This is an optimization exercise on Yosys and OpenROAD, whose aim is small area and a short achievable clock period, not a production implementation.
Only simulation tests tie the RTL to the original design; equivalence was not proved.
Power is estimated from default activity; no workload was simulated.

==> flow/design.v <==
package video_pkg;
	typedef logic [7:0] cam_byte_t;
	typedef struct packed {
		logic [4:0] r;     
		logic [5:0] g;     
		logic [4:0] b;     
	} rgb565_t;
	typedef struct packed {
		logic [7:0] r;
		logic [7:0] g;
		logic [7:0] b;
	} pixel_t;
endpackage
package mem_pkg;
	typedef logic [$clog2(64)-1:0] mem_addr_t;
	typedef enum logic [1:0] {
		req_cam1    = 2'd0,
		req_cam2    = 2'd1,
		req_display = 2'd2
	} req_id_t;
	typedef struct packed {
		mem_addr_t          addr;   
		logic [23:0]        data;   
	} mem_wr_t;
endpackage
module cam_capture #(
	parameter logic [5:0] BASE = '0      
) (
	input  logic        clk_25_2m,
	input  logic        reset,
	input  logic        vsync,
	input  logic        href,
	input  logic [7:0]  data,
	input  logic        wr_ready,        
	output logic        wr_valid_nx,     
	output logic [5:0]  wr_addr,         
	output logic [15:0] wr_data,
	output logic        frame_done
);
	logic        vsync_d;
	logic        vs_rise;
	logic        phase;                  
	logic [7:0]  hi_byte;
	logic [5:0]  wa;                     
	logic        push;
	logic        pop;
	logic [4:0]  wr_cnt;                 
	assign vs_rise = vsync && !vsync_d;
	assign push    = href && phase;
	assign pop     = wr_ready;
	always_ff @(posedge clk_25_2m) begin
		if (!reset) begin
			vsync_d <= 1'b0;
			phase   <= 1'b0;
			wa      <= BASE;
		end else begin
			vsync_d <= vsync;
			if (vs_rise) begin
				phase <= 1'b0;
				wa    <= BASE;
			end else if (href) begin
				phase <= !phase;
				if (phase)
					wa <= wa + 1'b1;
			end
		end
	end
	always_ff @(posedge clk_25_2m) begin
		if (href && !phase)
			hi_byte <= data;
	end
	logic [5:0]  fa [8];
	logic [15:0] fd [8];
	logic [2:0]  wp, rp, rp1, rp_nx;
	logic [3:0]  cnt, cnt_nx;
	logic [5:0]  ha;                     
	logic [5:0]  fa_rp1;
	always_ff @(posedge clk_25_2m) begin
		if (push) begin
			fa[wp] <= wa;
			fd[wp] <= {hi_byte, data};
		end
	end
	always_comb begin
		cnt_nx = cnt;
		if (push && !pop)
			cnt_nx = cnt + 1'b1;
		else if (!push && pop)
			cnt_nx = cnt - 1'b1;
	end
	assign wr_valid_nx = reset && (cnt_nx != '0);
	assign rp1   = rp + 1'b1;
	assign rp_nx = pop ? rp1 : rp;
	always_ff @(posedge clk_25_2m) begin
		if (!reset) begin
			wp       <= '0;
			rp       <= '0;
			cnt      <= '0;
		end else begin
			if (push)
				wp <= wp + 1'b1;
			rp       <= rp_nx;
			cnt      <= cnt_nx;
		end
	end
	assign fa_rp1 = fa[rp1];
	always_ff @(posedge clk_25_2m) begin
		if (push && wp == rp_nx)
			ha <= wa;
		else if (pop)
			ha <= fa_rp1;
	end
	assign wr_addr = ha;
	assign wr_data = fd[rp];
	always_ff @(posedge clk_25_2m) begin
		if (!reset) begin
			wr_cnt     <= '0;
			frame_done <= 1'b0;
		end else if (vs_rise) begin
			wr_cnt     <= '0;
			frame_done <= 1'b0;
		end else if (pop) begin
			wr_cnt <= wr_cnt + 1'b1;
			if (wr_cnt == 5'd31)
				frame_done <= 1'b1;
		end
	end
endmodule
module frame_mem_arbiter (
	input  logic        clk_25_2m,
	input  logic        reset,
	input  logic        wr_valid_1,      
	input  logic [5:0]  wr_addr_1,
	input  logic [15:0] wr_data_1,
	input  logic        wr_valid_2,
	input  logic [5:0]  wr_addr_2,
	input  logic [15:0] wr_data_2,
	input  logic        rd_req_valid,
	input  logic [5:0]  rd_addr,
	output logic        wr_ready_1,
	output logic        wr_ready_2,
	output logic        rd_req_ready,
	output logic        rd_data_valid,
	output logic [15:0] rd_data
);
	logic [15:0] mem [64];
	logic [2:0]  last;                   
	logic [2:0]  last_nx;
	logic [2:0]  g, g_nx;                
	logic        v1, v2, vd;
	logic        we;
	logic [5:0]  waddr;
	logic [15:0] wdata;
	assign v1 = wr_valid_1;
	assign v2 = wr_valid_2;
	assign vd = rd_req_valid;
	assign last_nx = !reset ? 3'b100 : ((g != 3'b000) ? g : last);
	assign g_nx[0] = v1 && (last_nx[2] || (last_nx[1] && !vd) || (last_nx[0] && !v2 && !vd));
	assign g_nx[1] = v2 && (last_nx[0] || (last_nx[2] && !v1) || (last_nx[1] && !vd && !v1));
	assign g_nx[2] = vd && (last_nx[1] || (last_nx[0] && !v2) || (last_nx[2] && !v1 && !v2));
	always_ff @(posedge clk_25_2m) begin
		last <= last_nx;
		g    <= g_nx;
		if (!reset)
			rd_data_valid <= 1'b0;
		else
			rd_data_valid <= g[2];
	end
	assign wr_ready_1   = g[0];
	assign wr_ready_2   = g[1];
	assign rd_req_ready = g[2];
	assign we    = wr_ready_1 || wr_ready_2;
	assign waddr = wr_ready_1 ? wr_addr_1 : wr_addr_2;
	assign wdata = wr_ready_1 ? wr_data_1 : wr_data_2;
	always_ff @(posedge clk_25_2m) begin
		if (we)
			mem[waddr] <= wdata;
	end
	logic [5:0] ra_q;
	always_ff @(posedge clk_25_2m) begin
		ra_q <= rd_addr;
	end
	assign rd_data = mem[ra_q];
endmodule
module video_timing (
	input  logic clk_25_2m,
	input  logic reset,
	input  logic run,
	output logic de,
	output logic hs,
	output logic vs
);
	localparam int HW = $clog2(((8 * 2) + 2 + 4 + 2));
	localparam int VW = $clog2((4 + 1 + 2 + 1));
	localparam int HS_START = (8 * 2) + 2;
	localparam int HS_END   = HS_START + 4;
	localparam int VS_START = 4 + 1;
	localparam int VS_END   = VS_START + 2;
	logic [HW-1:0] x;
	logic [VW-1:0] y;
	logic          line_end;
	logic          frame_end;
	assign line_end  = (x == HW'(((8 * 2) + 2 + 4 + 2) - 1));
	assign frame_end = (y == VW'((4 + 1 + 2 + 1) - 1));
	always_ff @(posedge clk_25_2m) begin
		if (!reset || !run) begin        
			x <= '0;
			y <= '0;
		end else if (line_end) begin
			x <= '0;
			if (frame_end)
				y <= '0;
			else
				y <= y + 1'b1;
		end else begin
			x <= x + 1'b1;
		end
	end
	assign de = run
		&& (x < HW'((8 * 2)))
		&& (y < VW'(4));                
	assign hs = run
		&& (x >= HW'(HS_START))
		&& (x < HW'(HS_END));                
	assign vs = run
		&& (y >= VW'(VS_START))
		&& (y <= VW'(VS_END - 1));
endmodule
module display_reader (
	input  logic        clk_25_2m,
	input  logic        reset,
	input  logic        cam1_done,
	input  logic        cam2_done,
	input  logic        rd_req_ready,
	input  logic        rd_data_valid,
	input  logic [15:0] rd_data,
	input  logic        pixel_req,
	output logic        rd_req_valid,    
	output logic [5:0]  rd_addr,
	output logic        timing_run,
	output logic [15:0] pixel
);
	logic        fetch_en, fetch_nx;
	logic        reads_done;
	logic [3:0]  rx;
	logic [1:0]  ry;
	logic [2:0]  wp, rp;
	logic [3:0]  cnt, cnt_nx;
	logic [15:0] pd [8];
	assign rd_addr = {rx[3], ry, rx[2:0]};
	always_ff @(posedge clk_25_2m) begin
		if (!reset) begin
			rx <= '0;
			ry <= '0;
		end else if (rd_req_ready) begin
			rx <= rx + 1'b1;
			if (rx == 4'd15)
				ry <= ry + 1'b1;
		end
	end
	assign fetch_nx = fetch_en || (cam1_done && cam2_done);
	assign rd_req_valid = reset && fetch_nx && ({1'b0, cnt_nx} + {4'b0, rd_req_ready} < 5'd8);
	always_ff @(posedge clk_25_2m) begin
		if (!reset) begin
			fetch_en   <= 1'b0;
			reads_done <= 1'b0;
			timing_run <= 1'b0;
		end else begin
			fetch_en <= fetch_nx;
			if (rd_req_ready && rx == 4'd15 && ry == 2'd3)
				reads_done <= 1'b1;
			if (fetch_en && (cnt == 4'd8 || reads_done))
				timing_run <= 1'b1;
		end
	end
	always_ff @(posedge clk_25_2m) begin
		if (rd_data_valid)
			pd[wp] <= rd_data;
	end
	always_comb begin
		cnt_nx = cnt;
		if (rd_data_valid && !pixel_req)
			cnt_nx = cnt + 1'b1;
		else if (!rd_data_valid && pixel_req)
			cnt_nx = cnt - 1'b1;
	end
	always_ff @(posedge clk_25_2m) begin
		if (!reset) begin
			wp           <= '0;
			rp           <= '0;
			cnt          <= '0;
		end else begin
			if (rd_data_valid)
				wp <= wp + 1'b1;
			if (pixel_req)
				rp <= rp + 1'b1;
			cnt <= cnt_nx;
		end
	end
	assign pixel = pd[rp];
endmodule
module stereo_cap_top (
	input  logic                    clk_25_2m,
	input  logic                    reset,
	input  logic                    cam1_vsync,
	input  logic                    cam1_href,
	input  video_pkg::cam_byte_t    cam1_data,
	input  logic                    cam2_vsync,
	input  logic                    cam2_href,
	input  video_pkg::cam_byte_t    cam2_data,
	output logic                    hdmi_de,
	output logic                    hdmi_hs,
	output logic                    hdmi_vs,
	output video_pkg::pixel_t       hdmi_d
);
	logic                 wr_valid_1, wr_ready_1, wr_valid_2, wr_ready_2;
	logic [5:0]           wr_addr_1, wr_addr_2, rd_addr;
	logic [15:0]          wr_data_1, wr_data_2, rd_data, pixel;
	logic                 cam1_done, cam2_done;
	logic                 rd_req_valid, rd_req_ready, rd_data_valid;
	logic                 timing_run, de, hs, vs;
	logic [15:0]          d565;              
	cam_capture #(.BASE(6'd0)) capture_cam1 (
		.clk_25_2m (clk_25_2m), .reset (reset),
		.vsync (cam1_vsync), .href (cam1_href), .data (cam1_data),
		.wr_ready (wr_ready_1), .wr_valid_nx (wr_valid_1),
		.wr_addr (wr_addr_1), .wr_data (wr_data_1), .frame_done (cam1_done)
	);
	cam_capture #(.BASE(6'd32)) capture_cam2 (
		.clk_25_2m (clk_25_2m), .reset (reset),
		.vsync (cam2_vsync), .href (cam2_href), .data (cam2_data),
		.wr_ready (wr_ready_2), .wr_valid_nx (wr_valid_2),
		.wr_addr (wr_addr_2), .wr_data (wr_data_2), .frame_done (cam2_done)
	);
	frame_mem_arbiter mem_arb (
		.clk_25_2m (clk_25_2m), .reset (reset),
		.wr_valid_1 (wr_valid_1), .wr_addr_1 (wr_addr_1), .wr_data_1 (wr_data_1),
		.wr_valid_2 (wr_valid_2), .wr_addr_2 (wr_addr_2), .wr_data_2 (wr_data_2),
		.rd_req_valid (rd_req_valid), .rd_addr (rd_addr),
		.wr_ready_1 (wr_ready_1), .wr_ready_2 (wr_ready_2), .rd_req_ready (rd_req_ready),
		.rd_data_valid (rd_data_valid), .rd_data (rd_data)
	);
	display_reader reader (
		.clk_25_2m (clk_25_2m), .reset (reset),
		.cam1_done (cam1_done), .cam2_done (cam2_done),
		.rd_req_ready (rd_req_ready), .rd_data_valid (rd_data_valid), .rd_data (rd_data),
		.pixel_req (de), .rd_req_valid (rd_req_valid), .rd_addr (rd_addr),
		.timing_run (timing_run), .pixel (pixel)
	);
	video_timing timing (
		.clk_25_2m (clk_25_2m), .reset (reset), .run (timing_run),
		.de (de), .hs (hs), .vs (vs)
	);
	always_ff @(posedge clk_25_2m) begin
		if (!reset) begin
			hdmi_de <= 1'b0;
			hdmi_hs <= 1'b0;
			hdmi_vs <= 1'b0;
			d565    <= '0;
		end else begin
			hdmi_de <= de;
			hdmi_hs <= hs;
			hdmi_vs <= vs;
			d565    <= de ? pixel : '0;    
		end
	end
	assign hdmi_d = {d565[15:11], d565[15:13],
	                 d565[10:5],  d565[10:9],
	                 d565[4:0],   d565[4:2]};
endmodule
==> flow/flow/run.sh <==
#!/bin/bash
set -euo pipefail
MARGIN=$(cat flow/margin.txt)
bash standard.sh \
	MATCH_CELL_FOOTPRINT=0 \
	SETUP_SLACK_MARGIN=$MARGIN \
	"BUFFER_PORTS_ARGS=-buffer_cell sky130_fd_sc_hd__buf_4" \
	finish > make_finish.log 2>&1
==> flow/flow/margin.txt <==
5.2
==> flow/standard.sh <==
#!/bin/bash
# synth_recipe.tcl (not shown) runs the flow's synth.tcl, then flattens the netlist and writes it again
# the make line also repeats each setting of config.mk as NAME=value (left out here)
make -C /OpenROAD-flow-scripts/flow DESIGN_CONFIG=/design/flow/config.mk WORK_HOME=/design/flow/orfs CLKGATE_MAP_FILE= SYNTH_SCRIPT=/design/flow/synth_recipe.tcl "${@:-finish}"
==> flow/config.mk <==
export PLATFORM = sky130hd
export DESIGN_NAME = stereo_cap_top
export DESIGN_NICKNAME = stereo_cap_top
export VERILOG_FILES = /design/flow/design.v
export SDC_FILE = /design/flow/constraint.sdc
export NUM_CORES = 4
export LEC_CHECK = 0
export CAP_MARGIN = 20
export CORE_MARGIN = 2
export CORE_UTILIZATION = 62
export CTS_BUF_LIST = sky130_fd_sc_hd__clkbuf_16
export CTS_CLUSTER_DIAMETER = 80
export CTS_CLUSTER_SIZE = 28
export SLEW_MARGIN = 20
==> flow/constraint.sdc <==
create_clock -name core_clock -period 8.0 [get_ports {clk_25_2m}]
set_input_delay 1.6000 -clock core_clock [delete_from_list [all_inputs] [get_ports {clk_25_2m}]]
set_output_delay 1.6000 -clock core_clock [all_outputs]
set_load 0.01 [all_outputs]
==> results of run 1 <==
-- cell usage after synthesis, types with 3 or more instances --
library cell  instances
o22ai_1              23
nand2b_1             16
nand2_1              74
edfxtp_1           1532
clkbuf_1             79
or2_2                 7
nand4_1              10
and3_1                5
ha_1                 24
o221ai_1              6
nand3b_1              3
nor3b_1               7
nor2b_1              26
xor2_1               27
mux2_2                5
inv_1                17
nor4_1                5
nor2_1              172
o32ai_1               3
buf_6                 5
and2_1                9
xnor2_1              28
buf_2                41
o21ai_0              21
nand3_1              13
a21oi_1              40
buf_1                22
o21ai_1               3
mux2i_1              66
dfxtp_1             107
buf_4                12
a22oi_1               6
mux4_2              434
a211oi_1             20
nor3_1               19
-- what timing repair did --
| item | CTS | global route |
|---|---|---|
| gates cloned | 8 | 3 |
| setup buffers | 19 | 4 |
| endpoints found under the setup margin | 1215 | 507 |
| hold endpoints to repair | 0 | 0 |
| hold buffers | 0 | 0 |
| gates resized for setup | 83 | 23 |
| pin swaps | 2 | 1 |
-- where the power goes --
group          internal (uW)  switching, uW  total (uW)
Sequential             10700            151       10800
Clock                   1670           2460        4140
Combinational            737           1980        2720
Total                  13100           4600       17700
-- area by class of cell --
type	count	area, sq um
Sequential cell	1639	48200
Fill cell	6276	31800
Multi-Input combinational cell	1098	14600
Timing Repair Buffer	206	1980
Clock buffer	73	1830
Tap cell	1357	1700
Clock inverter	27	134
Inverter	17	90.1
-- cell families after synthesis --
kind of cell	synth area share
AND/OR/NAND/NOR	0.0275
adder cells (fa/ha/maj)	0.00478
flip-flops	0.766
buffers and inverters	0.0128
XOR/XNOR	0.00767
multiplexers	0.167
AO/OA/AOI/OAI	0.0140
-- layer usage --
metal,routed length (um),GRT usage
met4,4040,0.0802
met2,76300,0.496
met1,53500,0.378
met5,38,0
met3,9600,0.0342
-- how the worst max path moves through the flow --
| stage | startpoint | endpoint | slack [ns] | depth (start not counted) |
|---|---|---|---|---|
| final | d565[2] | hdmi_d[0] | 5.22 | 1 |
| after global routing | flop | reader.pd[3][9] | 5.15 | 7 |
| after CTS | d565[3] | hdmi_d[1] | 5.18 | 1 |
| after floorplan | cam2_href | capture_cam2.fa[7][0] | 4.58 | 5 |
| after detailed placement | flop | reader.pd[0][6] | 4.15 | 5 |
| after global placement | flop | reader.pd[0][6] | 4.19 | 5 |
-- per-stage QoR --
step                      instance area (sq um)  cells  total power (uW)
after floorplan                           63300   2915             12500
after global placement                    65600   4283             13500
after detailed placement                  65600   4283             13600
after CTS                                 68300   4410             17700
after global routing                      68500   4417             18200
final                                     68500   4417             17700
-- sequential cells by signal, summed over array words and instances, names as in the netlist, 6 cells and up, named ones only --
| signal | flops |
|---|---|
| capture_cam2.hi_byte | 8 |
| capture_cam2.wa | 6 |
| capture_cam1.ha | 6 |
| d565 | 16 |
| capture_cam2.fd | 128 |
| capture_cam2.fa | 48 |
| capture_cam1.wa | 6 |
| reader.pd | 128 |
| capture_cam1.fd | 128 |
| mem_arb.mem | 1024 |
| capture_cam2.ha | 6 |
| capture_cam1.hi_byte | 8 |
| capture_cam1.fa | 48 |
==> results.cfg, run 1 <==
[synthesis]
syn_area_sq_um = 62800
synth_area_leaders = edfxtp_1, mux4_2, dfxtp_1
ys_types = 53
synth-async-reset-ratio = 0
ys_seq_area_frac = 0.766
synth_nets = 2961
syn_area_per_cell_sq_um = 21.6
synth-edff-count = 1532
synthCells = 2915
ys_seq_elements = 1639
synth_top_cell_by_area = edfxtp_1
synth_warnings = 6
synth_top_cell_area_share = 0.732
synth_ff_type = edfxtp_1

[run]
maxCapViolations = 0

[detailed_routing]
drt_pass1_iterations = 6
ant_nets = 0
vias = 28900
wl_um = 143000
avgViaCountPerCell = 6.55
drc = 0
initialDrtViolationCount = 3533
wl_per_cell_um = 32.5

[min_path]
hold_start = reader.ry[1]
hp-class = flop to flop
hold_path_depth = 0

[finish]
final_common_cell = edfxtp_1
layout.nets = 3077
utilization = 0.683
antennaDiodeCount = 0
syn_to_final_growth_pct = 9.01
drive_gt1_frac = 0.271
layout_common_cells = edfxtp_1, mux4_2, buf_4

[setup_path]
critPathArrivalTime_ns = 1.18
critPathLaunchType = flop
critPathBufInv = 1
crit_path_end_kind = primary output
slowest_delay_ns = 0.40
regToRegEndpoint = mem_arb.mem[5][11]
r2r_slack_ns = 5.22
reg2reg_depth = 5
critical_path.top_delay_family = flip-flops
crit_required_ns = 6.40
crit_slowest_cell = dfxtp_4
path_class = flop to primary output
r2r_start = mem_arb.g[0]
crit_path_max_fanout = 2
crit_chain = buf_6

[floorplanning]
dieArea_sq_um = 104000
rows = 116
initial_utilization = 0.626
num_io_pins = 49
die_y_um = 322
die_w_um = 322
core_area_sq_um = 100000

[place]
dpl.hpwl_um = 81000
place_ws_ns = 4.15
port_buffers = 48
place_congestion = 0.835

[clock_tree]
h-tree-depth = 3
cts_tree = done
clk_latency_ns = 0.69
clock_path_buffers = 3
clock-sinks = 1639
root_buffer = clkbuf_16
cts_inserted_buffers = 69
clkTransAtPathRegs_ns = 0.11

[timing]
holdWs_ns = 0.381
rsz0062_at_grt = true
maxSlewViolCount = 0
period_needed_ns = 2.78
setup_slack_ns = 5.22
skew_ns = 0.0293
finalHoldViolCount = 0
slew_headroom = 0.303
max_freq_ghz = 0.360
worstMarginPinSlew_ns = 1.04
tns_ns = 0
setup_viol = 0
period_share = 0.347

[grt]
antenna_found_initial = 6
grt_pass1_wl_um = 205000
grt_pass1_vias = 29200
grt_max_degree = 65
track_usage = 0.282
overflow = 0

[power_and_ir_drop]
p_leak_uw = 0.0205
vdd_drop_max_v = 0.000283
p_per_area_nw_per_um2 = 258

[status]
status = complete, no violations
==> inputs of run 2 (changes only) <==
==> flow/flow/margin.txt (replaced) <==
5.3
--- a/flow/config.mk
+++ b/flow/config.mk
@@ -7,7 +7,7 @@
 export LEC_CHECK = 0
 export CAP_MARGIN = 20
 export CORE_MARGIN = 2
-export CORE_UTILIZATION = 62
+export CORE_UTILIZATION = 55
 export CTS_BUF_LIST = sky130_fd_sc_hd__clkbuf_16
 export CTS_CLUSTER_DIAMETER = 80
 export CTS_CLUSTER_SIZE = 28
==> results.cfg, run 2 <==
[status]
status = complete, no violations

[run]
maxCapViolations = 0

[synthesis]
synth_ff_type = edfxtp_1
synth-edff-count = 1532
synth_area_leaders = edfxtp_1, mux4_2, dfxtp_1
syn_area_per_cell_sq_um = 21.6
synth-async-reset-ratio = 0
synth_common_cells = edfxtp_1, mux4_2, nor2_1
synth_warnings = 6
synth_top_cell_by_area = edfxtp_1
ys_seq_area_frac = 0.766
post-synth-top-count-cell = edfxtp_1
syn_area_sq_um = 62800
synthCells = 2915
ys_types = 53
ys_seq_elements = 1639
synth_top_cell_area_share = 0.732
synth_nets = 2961

[finish]
utilization = 0.620
syn_to_final_growth_pct = 11.5
drive_gt1_frac = 0.304
top_register = mem_arb.mem
largest_register_ffs = 1024
layout_common_cells = edfxtp_1, mux4_2, nor2_1
layout.nets = 3115
final_common_cell = edfxtp_1

[timing]
worstMarginPinSlew_ns = 1.07
rsz0062_at_grt = true
period_share = 0.348
slew_headroom = 0.285
setup_slack_ns = 5.21
setup_viol = 0
finalHoldViolCount = 0
skew_ns = 0.0362
maxSlewViolCount = 0
period_needed_ns = 2.79
max_freq_ghz = 0.359
tns_ns = 0

[grt]
antenna_found_initial = 1
track_usage = 0.252
grt_pass1_vias = 29600
grt_max_degree = 65
grt_pass1_wl_um = 208000
overflow = 0

[clock_tree]
clkTransAtPathRegs_ns = 0.10
clk_latency_ns = 0.70
clock-sinks = 1639
hold_buffers = 0
cts_tree = done
h-tree-depth = 3
clock_path_buffers = 3
cts_inserted_buffers = 71
root_buffer = clkbuf_16

[power_and_ir_drop]
p_per_area_nw_per_um2 = 255
power.internal_uw = 13200
p_switching_uw = 4710
power_frac_comb = 0.153
seqPwrFrac = 0.606
clkPwrFrac = 0.241
p_leak_uw = 0.0210
vdd_drop_max_v = 0.000316
swShare = 0.264

[detailed_routing]
initialDrtViolationCount = 3083
ant_nets = 0
drt_pass1_iterations = 6
avgViaCountPerCell = 6.30
wl_um = 147000
drc = 0
vias = 29100
wl_per_cell_um = 31.8

[floorplanning]
core_area_sq_um = 113000
initial_utilization = 0.556
dieArea_sq_um = 117000
rows = 123
die_w_um = 342
die_y_um = 342
num_io_pins = 49

[setup_path]
critPathLaunchType = flop
critical_path.top_delay_family = flip-flops
crit_path_max_fanout = 2
path_class = flop to primary output
critPathArrivalTime_ns = 1.19
slowest_delay_ns = 0.38
crit_path_end_kind = primary output
r2r_slack_ns = 5.24
crit_required_ns = 6.40
crit_chain = buf_6
critPathBufInv = 1
crit_slowest_cell = dfxtp_4

[place]
dpl.hpwl_um = 80600
port_buffers = 48
place_ws_ns = 3.78
place_congestion = 0.792

[min_path]
hp-class = flop to flop
-- run 2: cell counts after synthesis --
No cell type changed its count.
-- run 2: through the flow --
step | cell area [sq um] | power, uW | hold WS, ns | cells
5_1_grt | 70000 | 18500 | 0.400 | 4610
2_1_floorplan | 63300 | 12500 | 0.354 | 2915
6_report | 70000 | 17900 | 0.367 | 4611
4_1_cts | 69300 | 17900 | 0.386 | 4585
3_5_place_dp | 65800 | 13600 | 0.371 | 4427
3_3_place_gp | 65800 | 13500 | 0.364 | 4427
-- run 2: logic make-up (layout without fill, tap and decap cells) --
group / after synthesis / after routing / share of synthesized area
flops: 1639 / 1639 / 0.766
simple gates: 375 / 375 / 0.0275
buf+inv: 178 / 373 / 0.0128
xor+xnor: 55 / 55 / 0.00767
fa+ha+maj: 24 / 24 / 0.00478
mux: 505 / 505 / 0.167
compound gates: 139 / 139 / 0.0140
other cells: 0 / 1 / 0
-- run 2: timing repair --
item,in CTS,in global routing
setup buffers,26,14
pin swaps,9,23
gates cloned,18,11
resized for setup,187,77
setup endpoints to repair,1298,1013
-- run 2: power groups by stage --
stage | clock network (uW) | logic (uW) | registers, uW
floorplan | 0 | 1580 | 10900
global placement | 0 | 2480 | 11000
detailed placement | 0 | 2590 | 11000
CTS | 4410 | 2640 | 10800
global route | 4680 | 2920 | 10900
finish | 4310 | 2740 | 10800
-- run 2: final cells by class --
cell class                      count  area [sq um]
Timing Repair inverter              1          11.3
Fill cell                        7726         42900
Clock buffer                       75          1880
Timing Repair Buffer              241          2780
Sequential cell                  1639         48200
Clock inverter                     39           255
Multi-Input combinational cell   1098         14900
Antenna cell                        1          2.50
Inverter                           17          90.1
Tap cell                         1500          1880
-- run 2: layer usage --
layer | track usage | up-vias | part of all wire
met2 | 0.432 | 898 | 0.52
met1 | 0.345 | 15700 | 0.40
met5 | 0 | - | 0
met4 | 0.0696 | 0 | 0.029
li1 | - | 12200 | -
met3 | 0.0328 | 184 | 0.056
-- run 2: final timing paths --
check	start	end	depth (start not counted)
hold reg to reg	reader.rx[3]	flop	0
hold / removal	reader.rx[3]	flop	0
setup reg to reg	flop	reader.pd[2][4]	7
setup / recovery	d565[4]	hdmi_d[2]	1
==> inputs of run 3 (changes only) <==
==> flow/flow/run.sh (replaced) <==
#!/bin/bash
set -euo pipefail
MARGIN=$(cat flow/margin.txt)
EXTRA=()
if [[ -f flow/extra.txt ]]; then
	while IFS= read -r line; do
		[[ -n "$line" ]] && EXTRA+=("$line")
	done < flow/extra.txt
fi
bash standard.sh \
	MATCH_CELL_FOOTPRINT=0 \
	SETUP_SLACK_MARGIN=$MARGIN \
	"BUFFER_PORTS_ARGS=-buffer_cell sky130_fd_sc_hd__buf_4" \
	"${EXTRA[@]}" \
	finish > make_finish.log 2>&1
==> flow/flow/extra.txt (new file) <==
SKIP_GATE_CLONING=1
==> flow/flow/margin.txt (replaced) <==
5.2
==> results.cfg, run 3 <==
[status]
status = complete, no violations

[timing]
maxSlewViolCount = 0
setup_viol = 0
skew_ns = 0.0271
rsz0062_at_grt = true
period_needed_ns = 2.88
worstMarginPinSlew_ns = 0.975
slew_headroom = 0.350
max_freq_ghz = 0.348
period_share = 0.360
finalHoldViolCount = 0
tns_ns = 0

[place]
place_congestion = 0.801
dpl.hpwl_um = 79300
port_buffers = 48
dp_cells = 4426

[floorplanning]
dieArea_sq_um = 117000
num_io_pins = 49
die_w_um = 342
core_area_sq_um = 113000
initial_utilization = 0.556
die_y_um = 342
rows = 123

[setup_path]
cpMostUsedCell = buf_16
critPathArrivalTime_ns = 3.29
crit_required_ns = 8.41
path_class = flop to flop
slowest_delay_ns = 0.59
critPathLaunchType = flop
crit_path_end_kind = flop
crit_slowest_cell = mux4_2
crit_path_max_fanout = 8
crit_chain = buf_16 -> buf_16 -> buf_16 -> buf_16 -> mux4_2 -> mux4_2 -> nor2b_4 -> o21ai_2 -> nand2_4

[power_and_ir_drop]
p_per_area_nw_per_um2 = 256
vdd_drop_max_v = 0.000226
p_leak_uw = 0.0209

[detailed_routing]
avgViaCountPerCell = 6.27
ant_nets = 0
wl_um = 146000
vias = 28900
drc = 0
initialDrtViolationCount = 2879
wl_per_cell_um = 31.6
drt_pass1_iterations = 6

[finish]
syn_to_final_growth_pct = 10.6
layout.nets = 3119
instances_no_fill = 4605
largest_register_ffs = 1024
final_common_cell = edfxtp_1
fill_cells = 7827
layout_common_cells = edfxtp_1, mux4_2, buf_4
antennaDiodeCount = 0
top_register = mem_arb.mem
utilization = 0.615
drive_gt1_frac = 0.290

[synthesis]
synth_warnings = 6
ys_seq_elements = 1639
synthCells = 2915
ys_seq_area_frac = 0.766
post-synth-top-count-cell = edfxtp_1
synth_top_cell_area_share = 0.732
synth_top_cell_by_area = edfxtp_1
syn_area_sq_um = 62800
syn_area_per_cell_sq_um = 21.6
synth_ff_type = edfxtp_1
synth_nets = 2961
synth-edff-count = 1532
synth_area_leaders = edfxtp_1, mux4_2, dfxtp_1
ys_types = 53
synth_common_cells = edfxtp_1, mux4_2, nor2_1
synth-async-reset-ratio = 0

[run]
maxCapViolations = 0

[grt]
antenna_found_initial = 0
grt_pass1_vias = 29600
grt_pass1_wl_um = 209000
track_usage = 0.253
overflow = 0
grt_max_degree = 65

[clock_tree]
clock_path_buffers = 3
cts_inserted_buffers = 70
cts_tree = done
h-tree-depth = 3
clock-sinks = 1639
root_buffer = clkbuf_16
clkTransAtPathRegs_ns = 0.10
hold_buffers = 0
clk_latency_ns = 0.69

[min_path]
hp-class = flop to flop
==> run 3: cell counts after synthesis <==
No cell type changed its count.
==> run 3: stage by stage <==
stage	instance area, sq um	worst slack, ns	power, uW	hold WS (ns)
floorplan	63300	4.58	12500	0.354
global placement	65800	3.80	13500	0.365
detailed placement	65800	3.73	13700	0.377
CTS	69100	5.12	17800	0.390
global route	69500	5.11	18400	0.408
finish	69500	5.12	17800	0.391
==> run 3: final timing paths <==
| check | from | end | slack [ns] | cells past startpoint |
|---|---|---|---|---|
| setup reg to reg | flop | reader.pd[5][13] | 5.12 | 9 |
| setup / recovery | flop | reader.pd[5][13] | 5.12 | 9 |
| hold / removal | reader.ry[1] | flop | 0.39 | 0 |
| hold reg to reg | reader.ry[1] | flop | 0.39 | 0 |
==> run 3: logic make-up after synthesis <==
family                     count (synthesis)  synth area share
DFF                                     1639             0.766
muxes                                    505             0.167
and+or+nand+nor                          375            0.0275
buffers and inverters                    178            0.0128
AOI/OAI and AO/OA                        139            0.0140
xor gates and xnor gates                  55           0.00767
adders and majority gates                 24           0.00478
==> run 3: final cells by class <==
cell class	instances	area (sq um)	area share
clock inverters	31	181	0.00261
well taps	1500	1880	0.0270
repair buffers	247	2580	0.0372
multi-input cells	1098	14700	0.212
flip-flops and latches	1639	48200	0.694
inverters	17	90.1	0.00130
clock buffers	73	1830	0.0263
==> run 3: power breakdown <==
group | total, uW | internal, uW | leakage [uW] | switching, uW
combinational | 2720 | 737 | 0.00521 | 1980
clock | 4200 | 1700 | 0.00106 | 2500
sequential | 10800 | 10700 | 0.0146 | 177
==> run 3: what timing repair did <==
item	CTS	global route
buffers inserted	44	31
endpoints found under the setup margin	1192	423
hold endpoints to repair	0	0
resized for setup	119	22
pin swaps	12	8
==> run 3: layer usage <==
metal	GRT usage	vias up	routed length [um]
met4	0.0758	0	4250
met5	0	-	0
met2	0.437	896	76300
met3	0.0310	180	8290
li1	-	12200	-
met1	0.342	15600	56900
==> run 3: critical path, delay by kind of cell (launching register included) <==
kind                   cells  cell delay, ns
muxes                      2            1.09
buffers and inverters      4            0.59
DFF                        1            0.45
and+or+nand+nor            2            0.29
AOI/OAI and AO/OA          1            0.18
==> inputs of run 4 (changes only) <==
==> flow/flow/extra.txt (replaced) <==
CTS_ARGS=-sink_clustering_enable -repair_clock_nets -sink_clustering_size 28 -sink_clustering_max_diameter 80 -buf_list sky130_fd_sc_hd__clkbuf_16 -dont_use_dummy_load -branching_point_buffers_distance 300
==> results.cfg, run 4 <==
[synthesis]
syn_area_per_cell_sq_um = 21.6
synthCells = 2915
synth_top_cell_area_share = 0.732
synth_top_cell_by_area = edfxtp_1
ys_seq_area_frac = 0.766
synth_ff_type = edfxtp_1
ys_seq_elements = 1639
syn_area_sq_um = 62800
synth_area_leaders = edfxtp_1, mux4_2, dfxtp_1
synth_common_cells = edfxtp_1, mux4_2, nor2_1
synth_nets = 2961
synth-edff-count = 1532
synth-async-reset-ratio = 0
post-synth-top-count-cell = edfxtp_1
synth_warnings = 6
ys_types = 53

[timing]
skew_ns = 0.0425
period_needed_ns = 2.82
tns_ns = 0
period_share = 0.352
worstMarginPinSlew_ns = 0.985
rsz0062_at_grt = true
finalHoldViolCount = 0
maxSlewViolCount = 0
setup_viol = 0
slew_headroom = 0.344
max_freq_ghz = 0.355
setup_slack_ns = 5.18

[power_and_ir_drop]
p_leak_uw = 0.0206
p_switching_uw = 4580
clkPwrFrac = 0.229
power.internal_uw = 13000
p_per_area_nw_per_um2 = 254
seqPwrFrac = 0.618
vdd_drop_max_v = 0.000230
power_frac_comb = 0.153
swShare = 0.261

[setup_path]
critPathLaunchType = flop
crit_chain = buf_6 -> buf_16 -> buf_12 -> mux4_2 -> mux2i_1 -> a21oi_1 -> a22oi_1 -> nand2_2
crit_path_max_fanout = 8
crit_slowest_cell = mux4_2
path_class = flop to flop
critPathBufInv = 3
slowest_delay_ns = 0.49
crit_required_ns = 8.37
r2r_slack_ns = 5.18
regToRegEndpoint = reader.pd[5][9]
reg2reg_depth = 8
critPathArrivalTime_ns = 3.19
cp.depth = 8
crit_end = reader.pd[5][9]
crit_path_end_kind = flop
critical_path.top_delay_family = multiplexers

[clock_tree]
h-tree-depth = 3
hold_buffers = 0
clkTransAtPathRegs_ns = 0.10
clock_path_buffers = 3
clk_latency_ns = 0.68
root_buffer = clkbuf_16
cts_inserted_buffers = 70
cts_tree = done
clock-sinks = 1639

[finish]
layout.nets = 3097
final_common_cell = edfxtp_1
drive_gt1_frac = 0.284
top_register = mem_arb.mem
antennaDiodeCount = 0
layout_common_cells = edfxtp_1, mux4_2, buf_4
syn_to_final_growth_pct = 9.88
utilization = 0.611
largest_register_ffs = 1024
fill_cells = 7852

[floorplanning]
die_w_um = 342
num_io_pins = 49
initial_utilization = 0.556
die_y_um = 342
rows = 123
core_area_sq_um = 113000
dieArea_sq_um = 117000

[detailed_routing]
ant_nets = 0
wl_per_cell_um = 32.0
drt_pass1_iterations = 5
vias = 28900
initialDrtViolationCount = 3363
avgViaCountPerCell = 6.34
drc = 0
wl_um = 146000

[grt]
grt_pass1_wl_um = 210000
track_usage = 0.254
antenna_found_initial = 0
grt_max_degree = 65
overflow = 0
grt_pass1_vias = 29500

[run]
maxCapViolations = 0

[min_path]
hp-class = flop to flop

[place]
dpl.hpwl_um = 79300
place_ws_ns = 3.73
port_buffers = 48
place_congestion = 0.801

[status]
status = complete, no violations
## run 4: area by class of cell
class                           count  area (sq um)  area share
Inverter                           17          90.1     0.00130
Timing Repair Buffer              224          2400      0.0347
Timing Repair inverter              1          11.3    0.000163
Sequential cell                  1639         48200       0.698
Multi-Input combinational cell   1098         14700       0.213
Tap cell                         1500          1880      0.0272
Clock buffer                       70          1750      0.0254
## run 4: cell families after synthesis
kind of cell | Yosys count | synth area share
AOI/OAI and AO/OA | 139 | 0.0140
xor gates and xnor gates | 55 | 0.00767
adders and majority gates | 24 | 0.00478
buffers and inverters | 178 | 0.0128
DFF | 1639 | 0.766
muxes | 505 | 0.167
and+or+nand+nor | 375 | 0.0275
## run 4: worst min-delay path by stage
stage,from,end,slack (ns),cells after the start
floorplan,reader.ry[1],flop,0.35,0
global placement,reader.ry[1],flop,0.37,0
detailed placement,reader.ry[1],flop,0.38,0
CTS,reader.ry[1],flop,0.39,0
global route,reader.ry[0],flop,0.41,0
finish,reader.ry[0],flop,0.39,0
## run 4: power groups by stage
| stage | Sequential, uW | Combinational (uW) | Clock, uW |
|---|---|---|---|
| after global placement | 11000 | 2500 | 0 |
| after CTS | 10800 | 2690 | 4110 |
| after floorplan | 10900 | 1560 | 0 |
| final | 10800 | 2690 | 4010 |
| after global routing | 10900 | 2880 | 4390 |
| after detailed placement | 11100 | 2620 | 0 |
## run 4: per-layer routing
layer | global-route usage | vias to the layer above | wire length (um) | share of wire
met5 | 0 | - | 0 | 0
met1 | 0.348 | 15600 | 58000 | 0.40
met4 | 0.0684 | 0 | 3480 | 0.024
met2 | 0.440 | 902 | 76600 | 0.53
li1 | - | 12200 | - | -
met3 | 0.0269 | 147 | 7630 | 0.052
## run 4: timing repair
action                      CTS  global route
buffers inserted             25             5
setup endpoints to repair  1191           412
resized for setup           111            29
gates cloned                 19             4
pin swaps                    10             9
## run 4: through the flow
step	power, uW	hold WS (ns)	instance area, sq um	cells
global placement	13500	0.365	65800	4425
CTS	17600	0.393	68800	4540
global route	18200	0.408	69000	4549
detailed placement	13700	0.377	65800	4426
floorplan	12500	0.354	63300	2915
finish	17500	0.386	69000	4549
==> inputs of run 5 (changes only) <==
==> flow/flow/extra.txt (replaced) <==
CTS_ARGS=-sink_clustering_enable -repair_clock_nets -sink_clustering_size 28 -sink_clustering_max_diameter 80 -buf_list sky130_fd_sc_hd__clkbuf_16 -dont_use_dummy_load -branching_point_buffers_distance 1000
==> results.cfg, run 5 <==
[clock_tree]
clkTransAtPathRegs_ns = 0.10
clock_path_buffers = 3
h-tree-depth = 3
clock-sinks = 1639
clk_latency_ns = 0.68
root_buffer = clkbuf_16
cts_inserted_buffers = 70
cts_tree = done

[setup_path]
crit_end = reader.pd[5][9]
crit_required_ns = 8.37
critPathLaunchType = flop
reg2reg_depth = 8
crit_path_end_kind = flop
r2r_slack_ns = 5.18
path_class = flop to flop
regToRegEndpoint = reader.pd[5][9]
critPathArrivalTime_ns = 3.19
crit_path_max_fanout = 8

[floorplanning]
dieArea_sq_um = 117000
num_io_pins = 49
die_w_um = 342
initial_utilization = 0.556
rows = 123
core_area_sq_um = 113000
die_y_um = 342

[power_and_ir_drop]
clkPwrFrac = 0.229
power_frac_comb = 0.153
p_switching_uw = 4580
power.internal_uw = 13000
swShare = 0.261
p_leak_uw = 0.0206
p_per_area_nw_per_um2 = 254
total_power_uw = 17500
vdd_drop_max_v = 0.000230
seqPwrFrac = 0.618

[detailed_routing]
dr.max_layer_used = met4
drc = 0
drt_pass1_iterations = 5
initialDrtViolationCount = 3363
ant_nets = 0
wl_um = 146000
wl_met3_um = 7630
avgViaCountPerCell = 6.34
wl_per_cell_um = 32.0
wl_met1_um = 58000
vias = 28900
met2_length_um = 76600

[finish]
drive_gt1_frac = 0.284
final_common_cell = edfxtp_1
syn_to_final_growth_pct = 9.88
layout_common_cells = edfxtp_1, mux4_2, buf_4
largest_register_ffs = 1024
layout.nets = 3097
instances_no_fill = 4549
top_register = mem_arb.mem
antennaDiodeCount = 0

[timing]
skew_ns = 0.0425
period_share = 0.352
maxSlewViolCount = 0
worstMarginPinSlew_ns = 0.985
period_needed_ns = 2.82
tns_ns = 0
setup_viol = 0
finalHoldViolCount = 0
slew_headroom = 0.344
max_freq_ghz = 0.355
rsz0062_at_grt = true
setup_slack_ns = 5.18

[synthesis]
synth_top_cell_area_share = 0.732
ys_types = 53
synthCells = 2915
synth_nets = 2961
synth_area_leaders = edfxtp_1, mux4_2, dfxtp_1
synth_common_cells = edfxtp_1, mux4_2, nor2_1
post-synth-top-count-cell = edfxtp_1
synth-async-reset-ratio = 0
synth_top_cell_by_area = edfxtp_1
ys_seq_elements = 1639
syn_area_per_cell_sq_um = 21.6
ys_seq_area_frac = 0.766
synth_warnings = 6
synth_ff_type = edfxtp_1
syn_area_sq_um = 62800
synth-edff-count = 1532

[grt]
track_usage = 0.254
grt_max_degree = 65
grt_pass1_vias = 29500
antenna_found_initial = 0
grt_pass1_wl_um = 210000
overflow = 0

[place]
dp_cells = 4426
dpl.hpwl_um = 79300
place_ws_ns = 3.73
place_congestion = 0.801
port_buffers = 48

[status]
status = complete, no violations

[run]
maxCapViolations = 0

[min_path]
hp-class = flop to flop
-- run 5: through the flow --
stage	instance area, sq um	hold slack (ns)	util
5_1_grt	69000	0.408	0.611
6_report	69000	0.386	0.611
2_1_floorplan	63300	0.354	-
4_1_cts	68800	0.393	0.609
3_3_place_gp	65800	0.365	0.582
3_5_place_dp	65800	0.377	0.582
-- run 5: power groups by stage --
stage | combinational (uW) | sequential [uW] | clock [uW]
floorplan | 1560 | 10900 | 0
global placement | 2500 | 11000 | 0
detailed placement | 2620 | 11100 | 0
CTS | 2690 | 10800 | 4110
global route | 2880 | 10900 | 4390
finish | 2690 | 10800 | 4010
-- run 5: logic make-up after synthesis --
kind of cell	share of synthesized area
flops	0.766
mux	0.167
simple gates	0.0275
buf+inv	0.0128
compound gates	0.0140
xor+xnor	0.00767
fa+ha+maj	0.00478
-- run 5: how the worst min path moves through the flow --
stage | startpoint | slack [ns] | cells after the start | end
CTS | reader.ry[1] | 0.39 | 0 | flop
floorplan | reader.ry[1] | 0.35 | 0 | flop
detailed placement | reader.ry[1] | 0.38 | 0 | flop
global placement | reader.ry[1] | 0.37 | 0 | flop
finish | reader.ry[0] | 0.39 | 0 | flop
global route | reader.ry[0] | 0.41 | 0 | flop
-- run 5: area by class of cell --
class | count | area [sq um]
multi-input combinational | 1098 | 14700
inverter | 17 | 90.1
clock buffer | 70 | 1750
tap | 1500 | 1880
fill | 7852 | 43900
sequential | 1639 | 48200
timing repair buffer | 224 | 2400
timing repair inverter | 1 | 11.3
-- run 5: worst max-delay path, stage by stage, from the launching register on --
cell	delay, ns
dfxtp_4	0.47
buf_6	0.14
buf_16	0.14
buf_12	0.15
mux4_2	0.49
mux2i_1	0.48
a21oi_1	0.17
a22oi_1	0.23
nand2_2	0.20
-- run 5: layer usage --
metal  track usage  up-vias
met5             0        -
met4        0.0684        0
met3        0.0269      147
met2         0.440      902
met1         0.348    15600
li1              -    12200
-- run 5: repair_timing --
action	in CTS	in global routing
gates resized for setup	111	29
cloned	19	4
hold buffers	0	0
hold endpoints to repair	0	0
endpoints found under the setup margin	1191	412
pin swaps	10	9
setup buffers	25	5
==> inputs of run 6 (changes only) <==
==> flow/flow/extra.txt (replaced) <==
CTS_ARGS=-sink_clustering_enable -repair_clock_nets -sink_clustering_size 28 -sink_clustering_max_diameter 80 -buf_list sky130_fd_sc_hd__clkbuf_16 -dont_use_dummy_load
--- a/flow/config.mk
+++ b/flow/config.mk
@@ -11,4 +11,5 @@
 export CTS_BUF_LIST = sky130_fd_sc_hd__clkbuf_16
 export CTS_CLUSTER_DIAMETER = 80
 export CTS_CLUSTER_SIZE = 28
+export PLACE_DENSITY = 0.75
 export SLEW_MARGIN = 20
==> results.cfg, run 6 <==
[status]
status = complete, no violations

[detailed_routing]
vias = 29600
initialDrtViolationCount = 3964
avgViaCountPerCell = 6.52
ant_nets = 0
drt_pass1_iterations = 6
drc = 0
wl_per_cell_um = 30.9
wl_um = 140000

[setup_path]
critPathArrivalTime_ns = 3.19
path_class = flop to flop
crit_chain = nand2b_1 -> o22ai_1 -> nand3_1 -> nor2_4 -> buf_4
crit_slowest_cell = o22ai_1
crit_path_max_fanout = 17
critPathLaunchType = flop
slowest_delay_ns = 0.60
crit_path_end_kind = flop
r2r_start = mem_arb.g[0]
crit_required_ns = 8.34
startpoint = mem_arb.g[0]

[synthesis]
synth_warnings = 6
ys_seq_area_frac = 0.766
ys_types = 53
synthCells = 2915
synth_common_cells = edfxtp_1, mux4_2, nor2_1
synth_area_leaders = edfxtp_1, mux4_2, dfxtp_1
synth-edff-count = 1532
synth_top_cell_by_area = edfxtp_1
synth_nets = 2961
post-synth-top-count-cell = edfxtp_1
syn_area_sq_um = 62800
synth-async-reset-ratio = 0
ys_seq_elements = 1639
syn_area_per_cell_sq_um = 21.6
synth_ff_type = edfxtp_1
synth_top_cell_area_share = 0.732

[timing]
worstMarginPinSlew_ns = 1.11
max_freq_ghz = 0.350
maxSlewViolCount = 0
skew_ns = 0.0760
period_needed_ns = 2.85
slew_headroom = 0.257
setup_viol = 0
tns_ns = 0
period_share = 0.357
rsz0062_at_grt = true
finalHoldViolCount = 0

[floorplanning]
die_y_um = 342
die_w_um = 342
dieArea_sq_um = 117000
core_area_sq_um = 113000
rows = 123
initial_utilization = 0.556
num_io_pins = 49

[finish]
syn_to_final_growth_pct = 9.22
drive_gt1_frac = 0.279
largest_register_ffs = 1024
layout.nets = 3080
stdcell_area_sq_um = 68600
layout_common_cells = edfxtp_1, mux4_2, buf_4
final_common_cell = edfxtp_1
top_register = mem_arb.mem
fill_cells = 7519

[clock_tree]
cts_inserted_buffers = 69
clkTransAtPathRegs_ns = 0.10
clk_latency_ns = 0.65
h-tree-depth = 3
root_buffer = clkbuf_16
clock_path_buffers = 3
clock-sinks = 1639
cts_tree = done

[grt]
track_usage = 0.239
overflow = 0
grt_pass1_vias = 30100
grt_util_met3 = 0.0438
antenna_found_initial = 6
grt_pass1_wl_um = 201000
grtUsageMet1 = 0.318
grt.busiest_layer = met2
grt_max_degree = 70
use_met2 = 0.405

[power_and_ir_drop]
vdd_drop_max_v = 0.000454
p_per_area_nw_per_um2 = 255
p_leak_uw = 0.0204

[place]
place_area_sq_um = 65700
place_congestion = 0.866
dpl.hpwl_um = 78100
port_buffers = 48

[min_path]
hold_start = reader.rx[3]
hp-class = flop to flop

[run]
maxCapViolations = 0
-- run 6: cell counts after synthesis --
Identical to the previous run, type by type.
-- run 6: power breakdown --
group / switching, uW / internal (uW) / total [uW]
Sequential: 143 / 10700 / 10800
Clock: 2360 / 1560 / 3920
Combinational: 2030 / 719 / 2750
-- run 6: cell type report --
| cell class | instances | area [sq um] | share of cell area |
|---|---|---|---|
| antenna | 2 | 5.00 | 0.0000729 |
| clock buffer | 69 | 1730 | 0.0252 |
| inverter | 17 | 71.3 | 0.00104 |
| multi-input combinational | 1098 | 14700 | 0.214 |
| sequential | 1639 | 48200 | 0.702 |
| tap | 1500 | 1880 | 0.0273 |
| timing repair buffer | 209 | 2120 | 0.0309 |
-- run 6: repair_timing --
action,in CTS,in global routing
hold buffers,0,0
setup buffers,18,9
pin swaps,2,4
setup endpoints to repair,1902,688
gates cloned,8,7
gates resized for setup,93,29
-- run 6: final timing paths --
| path | to | slack (ns) | cells past startpoint |
|---|---|---|---|
| min reg2reg | flop | 0.38 | 0 |
| min | flop | 0.38 | 0 |
| max reg2reg | mem_arb.mem[18][3] | 5.15 | 5 |
| max | mem_arb.mem[18][3] | 5.15 | 5 |
-- run 6: metrics by stage --
| stage | hold slack, ns | setup WS (ns) | power (uW) | cells | util |
|---|---|---|---|---|---|
| 2_1_floorplan | 0.354 | 4.58 | 12500 | 2915 | - |
| 3_3_place_gp | 0.363 | 4.08 | 13400 | 4420 | 0.582 |
| 3_5_place_dp | 0.376 | 3.99 | 13600 | 4421 | 0.582 |
| 4_1_cts | 0.386 | 5.16 | 17400 | 4516 | 0.604 |
| 5_1_grt | 0.396 | 5.16 | 18000 | 4533 | 0.607 |
| 6_report | 0.384 | 5.15 | 17500 | 4534 | 0.608 |
-- run 6: metal layers --
layer	wire length [um]	part of all wire
met4	4960	0.035
met5	0	0
met1	50200	0.36
met3	14000	0.10
met2	70700	0.51
-- run 6: logic make-up after synthesis --
logic type	after synthesis	synth area share
compound gates	139	0.0140
xor+xnor	55	0.00767
fa+ha+maj	24	0.00478
buf+inv	178	0.0128
flops	1639	0.766
mux	505	0.167
simple gates	375	0.0275
-- run 6: worst max-delay path, delay by kind of cell (launching register included) --
family          cells  cell delay [ns]
buf+inv             1             0.32
compound gates      1             0.60
flops               1             0.44
simple gates        3             1.16
==> inputs of run 7 (changes only) <==
--- a/flow/config.mk
+++ b/flow/config.mk
@@ -11,5 +11,5 @@
 export CTS_BUF_LIST = sky130_fd_sc_hd__clkbuf_16
 export CTS_CLUSTER_DIAMETER = 80
 export CTS_CLUSTER_SIZE = 28
-export PLACE_DENSITY = 0.75
+export PLACE_DENSITY = 0.5
 export SLEW_MARGIN = 20
==> results.cfg, run 7 <==
[status]
status = complete, no violations

[detailed_routing]
wl_per_cell_um = 32.4
avgViaCountPerCell = 6.38
vias = 29100
drt_pass1_iterations = 5
initialDrtViolationCount = 3398
wl_um = 148000
ant_nets = 0
drc = 0

[power_and_ir_drop]
p_leak_uw = 0.0206
clkPwrFrac = 0.229
power_frac_comb = 0.155
swShare = 0.261
p_per_area_nw_per_um2 = 256
seqPwrFrac = 0.616
total_power_uw = 17600
power.internal_uw = 13000
vdd_drop_max_v = 0.000206
p_switching_uw = 4610

[synthesis]
ys_seq_elements = 1639
synth_top_cell_by_area = edfxtp_1
synth_nets = 2961
synth-edff-count = 1532
synth_common_cells = edfxtp_1, mux4_2, nor2_1
synth_ff_type = edfxtp_1
syn_area_per_cell_sq_um = 21.6
synth_top_cell_area_share = 0.732
synthCells = 2915
synth-async-reset-ratio = 0
synth_warnings = 6
ys_types = 53
syn_area_sq_um = 62800
synth_area_leaders = edfxtp_1, mux4_2, dfxtp_1
post-synth-top-count-cell = edfxtp_1
ys_seq_area_frac = 0.766

[finish]
drive_gt1_frac = 0.287
fill_cells = 7941
top_register = mem_arb.mem
antennaDiodeCount = 0
stdcell_area_sq_um = 69000
largest_register_ffs = 1024
layout_common_cells = edfxtp_1, mux4_2, buf_4
final_common_cell = edfxtp_1
regArea_sq_um = 48200
layout.nets = 3105
syn_to_final_growth_pct = 9.76
multi_input_comb_area_sq_um = 14700

[grt]
use_met2 = 0.435
grt_pass1_wl_um = 211000
grt_max_degree = 71
grt_util_met3 = 0.0327
grt_pass1_vias = 29300
overflow = 0
track_usage = 0.256
antenna_found_initial = 3
grt.busiest_layer = met2
grtUsageMet1 = 0.357

[clock_tree]
cts_inserted_buffers = 72
clk_latency_ns = 0.67
clkTransAtPathRegs_ns = 0.11
hold_buffers = 0
clock-sinks = 1639
clock_path_buffers = 3
root_buffer = clkbuf_16
h-tree-depth = 3
cts_tree = done

[timing]
worstMarginPinSlew_ns = 0.967
tns_ns = 0
setup_viol = 0
period_needed_ns = 2.81
setup_slack_ns = 5.19
finalHoldViolCount = 0
max_freq_ghz = 0.356
maxSlewViolCount = 0
slew_headroom = 0.353
skew_ns = 0.0503
rsz0062_at_grt = true
period_share = 0.351

[min_path]
hold_path_depth = 0
hold_start = reader.ry[1]
hp-class = flop to flop

[place]
dpl.hpwl_um = 80300
place_congestion = 0.824
place_area_sq_um = 65800
port_buffers = 48
place_ws_ns = 4.01

[setup_path]
path_class = flop to flop
crit_path_end_kind = flop
r2r_slack_ns = 5.19
critPathLaunchType = flop
regToRegEndpoint = reader.pd[2][12]
crit_required_ns = 8.38
critPathArrivalTime_ns = 3.19
crit_path_max_fanout = 8
reg2reg_depth = 6

[floorplanning]
initial_utilization = 0.556
die_w_um = 342
rows = 123
core_area_sq_um = 113000
die_y_um = 342
dieArea_sq_um = 117000
num_io_pins = 49

[run]
maxCapViolations = 0
run 7: cell counts after synthesis:
Identical to the previous run, type by type.
run 7: stage by stage:
stage	util	cells	hold WS (ns)
floorplan	-	2915	0.354
global placement	0.582	4426	0.369
detailed placement	0.582	4426	0.377
CTS	0.607	4537	0.382
global route	0.611	4557	0.400
finish	0.611	4557	0.383
run 7: kinds of logic (layout without fill, tap and decap cells):
logic type / Yosys count / after routing / synth area share
mux: 505 / 505 / 0.167
flops: 1639 / 1639 / 0.766
compound gates: 139 / 139 / 0.0140
buf+inv: 178 / 320 / 0.0128
simple gates: 375 / 375 / 0.0275
fa+ha+maj: 24 / 24 / 0.00478
xor+xnor: 55 / 55 / 0.00767
run 7: worst max-delay path: stages, from the launching register on:
cell and delay (ns):
dfxtp_4 0.45, buf_4 0.23, clkbuf_16 0.20, mux4_2 0.50, mux4_2 0.59, o22ai_4 0.34, nor2_2 0.18
run 7: per-layer routing:
metal,routed length [um],share of wire
met5,0,0
met4,3630,0.025
met3,8450,0.057
met2,75900,0.51
met1,59800,0.40
run 7: timing repair:
action | 4_1_cts | 5_1_grt
resized for setup | 108 | 29
buffers inserted | 24 | 13
gates cloned | 15 | 7
setup endpoints to repair | 1233 | 545
pin swaps | 7 | 9
run 7: power by group through the flow:
stage	sequential, uW	combinational (uW)	clock (uW)
after detailed placement	11100	2640	0
final	10900	2730	4040
after global placement	11000	2530	0
after CTS	10900	2720	4150
after global routing	10900	2920	4410
after floorplan	10900	1560	0
run 7: cell type report:
cell class                      instances  area share
Tap cell                             1500      0.0272
Clock buffer                           72      0.0261
Multi-Input combinational cell       1098       0.213
Timing Repair inverter                  1    0.000127
Sequential cell                      1639       0.699
Timing Repair Buffer                  230      0.0333
Inverter                               17     0.00111
run 7: how the worst max path moves through the flow:
stage	endpoint	slack [ns]	cells past startpoint
floorplan	capture_cam2.fa[7][0]	4.58	5
global placement	reader.pd[0][12]	4.08	5
detailed placement	reader.pd[4][12]	4.01	5
CTS	reader.pd[2][4]	5.17	5
global route	reader.pd[4][11]	5.14	7
finish	reader.pd[2][12]	5.19	6
==> inputs of run 8 (changes only) <==
==> flow/flow/margin.txt (replaced) <==
5.15
--- a/flow/config.mk
+++ b/flow/config.mk
@@ -11,5 +11,4 @@
 export CTS_BUF_LIST = sky130_fd_sc_hd__clkbuf_16
 export CTS_CLUSTER_DIAMETER = 80
 export CTS_CLUSTER_SIZE = 28
-export PLACE_DENSITY = 0.5
 export SLEW_MARGIN = 20
==> results.cfg, run 8 <==
[synthesis]
syn_area_sq_um = 62800
ys_types = 53
ys_seq_area_frac = 0.766
synth_ff_type = edfxtp_1
post-synth-top-count-cell = edfxtp_1
ys_seq_elements = 1639
synth_common_cells = edfxtp_1, mux4_2, nor2_1
synth_nets = 2961
synth_area_leaders = edfxtp_1, mux4_2, dfxtp_1
synth_warnings = 6
synth_top_cell_by_area = edfxtp_1
synth-edff-count = 1532
synthCells = 2915
synth-async-reset-ratio = 0
synth_top_cell_area_share = 0.732
syn_area_per_cell_sq_um = 21.6

[detailed_routing]
drc = 0
wl_um = 142000
avgViaCountPerCell = 6.32
ant_nets = 0
vias = 28700
initialDrtViolationCount = 3042
drt_pass1_iterations = 5
wl_per_cell_um = 31.4

[status]
status = complete, no violations

[finish]
drive_gt1_frac = 0.276
antennaDiodeCount = 0
syn_to_final_growth_pct = 9.06
fill_cells = 7860
instances_no_fill = 4531
final_common_cell = edfxtp_1
top_register = mem_arb.mem
layout_common_cells = edfxtp_1, mux4_2, buf_4
stdcell_area_sq_um = 68500
layout.nets = 3079
largest_register_ffs = 1024
utilization = 0.607

[timing]
skew_ns = 0.0438
period_needed_ns = 2.84
tns_ns = 0
worstMarginPinSlew_ns = 0.980
rsz0062_at_grt = true
maxSlewViolCount = 0
slew_headroom = 0.344
holdWs_ns = 0.385
max_freq_ghz = 0.352
finalHoldViolCount = 0
setup_viol = 0
period_share = 0.355

[clock_tree]
cts_tree = done
cts_inserted_buffers = 72
clkTransAtPathRegs_ns = 0.11
root_buffer = clkbuf_16
clock-sinks = 1639
clk_latency_ns = 0.67
clock_path_buffers = 3
h-tree-depth = 3

[setup_path]
critPathArrivalTime_ns = 3.21
crit_chain = buf_12 -> buf_16 -> mux4_2 -> mux4_2 -> o22ai_1 -> nor2_1
cpMostUsedCell = mux4_2
path_class = flop to flop
crit_required_ns = 8.37
crit_path_max_fanout = 23
critPathLaunchType = flop
crit_slowest_cell = mux4_2
crit_path_end_kind = flop
slowest_delay_ns = 0.57
r2r_slack_ns = 5.16

[run]
maxCapViolations = 0

[floorplanning]
num_io_pins = 49
dieArea_sq_um = 117000
initial_utilization = 0.556
die_w_um = 342
die_y_um = 342
rows = 123
core_area_sq_um = 113000

[power_and_ir_drop]
p_per_area_nw_per_um2 = 257
vdd_drop_max_v = 0.000318
p_leak_uw = 0.0204

[place]
dp_cells = 4426
port_buffers = 48
dpl.hpwl_um = 78900
place_congestion = 0.799
place_area_sq_um = 65800

[grt]
grt_pass1_wl_um = 206000
overflow = 0
antenna_found_initial = 2
grt_pass1_vias = 29500
grt_max_degree = 65
track_usage = 0.248

[min_path]
hp-class = flop to flop
-- run 8: cell counts after synthesis --
Identical to the previous run, type by type.
-- run 8: logic make-up after synthesis --
kind of cell | count (synthesis) | share of synthesized area
xor+xnor | 55 | 0.00767
fa+ha+maj | 24 | 0.00478
simple gates | 375 | 0.0275
compound gates | 139 | 0.0140
buf+inv | 178 | 0.0128
flops | 1639 | 0.766
mux | 505 | 0.167
-- run 8: final timing paths --
check / to / depth (start not counted) / start
worst min-delay path: flop / 0 / reader.rx[3]
worst max register to register: reader.pd[3][12] / 6 / flop
worst max-delay path: reader.pd[3][12] / 6 / flop
worst min register to register: flop / 0 / reader.rx[3]
-- run 8: layer usage --
| layer | wire (um) | global-route usage | part of all wire | vias up |
|---|---|---|---|---|
| met1 | 56800 | 0.338 | 0.40 | 15500 |
| li1 | - | - | - | 12100 |
| met5 | 0 | 0 | 0 | - |
| met4 | 3980 | 0.0751 | 0.028 | 0 |
| met2 | 73300 | 0.421 | 0.52 | 863 |
| met3 | 8160 | 0.0361 | 0.057 | 159 |
-- run 8: stage by stage --
stage | setup slack [ns] | power, uW
floorplan | 4.58 | 12500
global placement | 4.09 | 13500
detailed placement | 3.97 | 13700
CTS | 5.09 | 17700
global route | 5.13 | 18200
finish | 5.16 | 17600
-- run 8: worst max-delay path, delay by kind of cell, from the launching register on --
kind | cells | cell delay [ns]
compound gates | 1 | 0.31
buf+inv | 2 | 0.48
flops | 1 | 0.37
mux | 2 | 1.10
simple gates | 1 | 0.22
-- run 8: what timing repair did --
action | 4_1_cts | 5_1_grt
endpoints found under the setup margin | 1511 | 674
setup buffers | 16 | 6
hold buffers | 0 | 0
pin swaps | 1 | 3
cloned | 7 | 3
resized for setup | 85 | 29
-- run 8: area by class of cell --
class | instances | area (sq um) | area share
clock buffer | 72 | 1800 | 0.0263
timing repair buffer | 205 | 1940 | 0.0283
multi-input combinational | 1098 | 14600 | 0.214
inverter | 17 | 90.1 | 0.00131
tap | 1500 | 1880 | 0.0274
sequential | 1639 | 48200 | 0.703
-- run 8: where the power goes --
part	switching (uW)	internal (uW)	total (uW)
Combinational	1980	732	2710
Clock	2420	1620	4040
Sequential	178	10700	10800
Total	4570	13000	17600
==> inputs of run 9 (changes only) <==
==> flow/flow/margin.txt (replaced) <==
5.25
==> results.cfg, run 9 <==
[power_and_ir_drop]
p_leak_uw = 0.0206
p_per_area_nw_per_um2 = 254
vdd_drop_max_v = 0.000417

[finish]
layout.nets = 3109
final_common_cell = edfxtp_1
top_register = mem_arb.mem
layout_common_cells = edfxtp_1, mux4_2, buf_4
drive_gt1_frac = 0.296
stdcell_area_sq_um = 69300
largest_register_ffs = 1024
syn_to_final_growth_pct = 10.3
utilization = 0.613

[run]
maxCapViolations = 0

[synthesis]
synthCells = 2915
synth_nets = 2961
synthAdderAreaFrac = 0.00478
synth-async-reset-ratio = 0
ys_seq_area_frac = 0.766
synth_top_cell_by_area = edfxtp_1
ys_seq_elements = 1639
synth_warnings = 6
synth-edff-count = 1532
synth_compound_area_frac = 0.0140
synth_xor_xnor_area_share = 0.00767
syn_area_sq_um = 62800
synth_area_leaders = edfxtp_1, mux4_2, dfxtp_1
synth_top_cell_area_share = 0.732
synthSimpleGateAreaFrac = 0.0275
synth_common_cells = edfxtp_1, mux4_2, nor2_1
syn_area_per_cell_sq_um = 21.6
synth_top_family_by_area = multiplexers
post-synth-top-count-cell = edfxtp_1
synthMuxAreaShare = 0.167
ys_types = 53
synth_ff_type = edfxtp_1

[timing]
worstMarginPinSlew_ns = 0.989
rsz0062_at_grt = true
skew_ns = 0.0476
period_share = 0.348
maxSlewViolCount = 0
max_freq_ghz = 0.359
tns_ns = 0
setup_viol = 0
finalHoldViolCount = 0
setup_slack_ns = 5.22
period_needed_ns = 2.78
slew_headroom = 0.338
holdWs_ns = 0.386

[clock_tree]
h-tree-depth = 3
root_buffer = clkbuf_16
clock_path_buffers = 3
clk_latency_ns = 0.68
cts_inserted_buffers = 71
clock-sinks = 1639
cts_tree = done
clkTransAtPathRegs_ns = 0.10

[detailed_routing]
vias = 29300
wl_um = 150000
avgViaCountPerCell = 6.42
drc = 0
initialDrtViolationCount = 3245
drt_pass1_iterations = 5
ant_nets = 0
wl_per_cell_um = 32.9

[place]
dpl.hpwl_um = 82300
port_buffers = 48
place_ws_ns = 3.73
place_area_sq_um = 65800
place_congestion = 0.821

[min_path]
hp-class = flop to flop

[grt]
grt_pass1_wl_um = 215000
grt_max_degree = 65
antenna_found_initial = 3
overflow = 0
track_usage = 0.261
grt_pass1_vias = 30300

[setup_path]
crit_path_max_fanout = 31
path_class = flop to flop
critPathLaunchType = flop
critPathArrivalTime_ns = 3.16
crit_path_end_kind = flop
crit_required_ns = 8.38
r2r_slack_ns = 5.22

[floorplanning]
initial_utilization = 0.556
die_y_um = 342
die_w_um = 342
core_area_sq_um = 113000
dieArea_sq_um = 117000
rows = 123
num_io_pins = 49

[status]
status = complete, no violations
## run 9: changes by cell type in the layout (fill, tap and decap cells not counted), moves of 4 or more
cell	change
buf_4	-24
a211oi_2	+5
dfxtp_2	+17
buf_6	+36
nor2_2	+7
a211oi_1	-5
a22oi_1	-6
buf_12	+5
clkbuf_16	+9
o21ai_2	+4
nor2_1	-8
dfxtp_1	-14
a22oi_2	+6
## run 9: final timing paths
path,start,to,cells after the start
worst max register to register,flop,reader.pd[2][12],6
worst min-delay path,reader.ry[1],flop,0
worst max-delay path,flop,reader.pd[2][12],6
worst min register to register,reader.ry[1],flop,0
## run 9: repair_timing
action	in CTS	in global routing
pin swaps	11	11
endpoints found under the setup margin	1321	397
gates resized for setup	161	44
buffers inserted	30	7
cloned	23	4
hold buffers	0	0
## run 9: logic make-up after synthesis
family / Yosys count
flip-flops: 1639
multiplexers: 505
AND/OR/NAND/NOR: 375
buffers and inverters: 178
AO/OA/AOI/OAI: 139
XOR/XNOR: 55
adder cells (fa/ha/maj): 24
## run 9: cell type report
| cell class | instances | area, sq um |
|---|---|---|
| inverter | 17 | 76.3 |
| multi-input combinational | 1098 | 14800 |
| clock buffer | 71 | 1780 |
| fill | 7884 | 43700 |
| antenna | 2 | 5.00 |
| tap | 1500 | 1880 |
| timing repair buffer | 236 | 2590 |
| sequential | 1639 | 48200 |
## run 9: per-stage QoR
step / total power (uW) / instances
after floorplan: 12500 / 2915
after global placement: 13500 / 4426
after detailed placement: 13600 / 4426
after CTS: 17700 / 4550
after global routing: 18100 / 4561
final: 17600 / 4563
## run 9: per-layer routing
metal  vias up  wire length (um)  global-route usage
li1      12200                 -                   -
met1     15900             59300               0.360
met2      1055             77100               0.445
met3       189              9800              0.0327
met4         0              3830              0.0702
met5         -                 0                   0
## run 9: critical path, stage by stage (launching register included)
cell and delay (ns):
dfxtp_4 0.51, buf_12 0.20, clkbuf_16 0.31, mux4_2 0.35
mux4_2 0.53, o22ai_2 0.38, nor2_2 0.19
## run 9: power by group
group / leakage [uW] / internal [uW] / switching [uW] / total, uW
combinational: 0.00514 / 732 / 1990 / 2730
sequential: 0.0146 / 10700 / 145 / 10800
clock: 0.000875 / 1600 / 2440 / 4040
total: 0.0206 / 13000 / 4580 / 17600

-- port drivers added, routing unchanged --
The flow's constraints put no driver on any port. The routed layouts listed below were extracted and timed again, unchanged, in two steps.
Step 1 (the two cells are an assumption about what drives the block):
set clk [get_ports {clk_25_2m}]
set_driving_cell -lib_cell sky130_fd_sc_hd__clkbuf_16 $clk
set_driving_cell -lib_cell sky130_fd_sc_hd__buf_2 [delete_from_list [all_inputs] $clk]
Step 2, shift: input delay + t, output delay - t, t = (earliest + latest rising clock arrival at the registers) / 2. This alone moves slack from input paths to output paths.
Three values: ideal ports, drivers, drivers and shift; two values: the first two.
run | t (ns) | setup WS [ns] | clock arrival spread, ns | worst slew at a driven data input, ns
run 1 | 0.753 | 5.220 / 5.143 / 4.530 | 0.031 / 0.032 | 0.08
run 2 | 0.756 | 5.213 / 5.136 / 4.634 | 0.042 / 0.042 | 0.07
run 3 | 0.746 | 5.123 / 5.123 / 4.601 | 0.029 / 0.029 | 0.07
run 4 | 0.736 | 5.184 / 5.153 / 4.568 | 0.049 / 0.049 | 0.07
run 5 | 0.736 | 5.184 / 5.153 / 4.568 | 0.049 / 0.049 | 0.07
run 6 | 0.695 | 5.146 / 5.146 / 4.547 | 0.081 / 0.081 | 0.12
run 7 | 0.720 | 5.190 / 5.178 / 4.581 | 0.056 / 0.057 | 0.04
run 8 | 0.726 | 5.160 / 5.138 / 4.515 | 0.056 / 0.056 | 0.06
run 9 | 0.734 | 5.218 / 5.186 / 4.620 | 0.055 / 0.055 | 0.04
After both steps setup and hold are still met in every run listed. For run 1, which loses most, drivers alone change the setup slack by -0.077 ns; drivers and shift together by -0.690 ns.
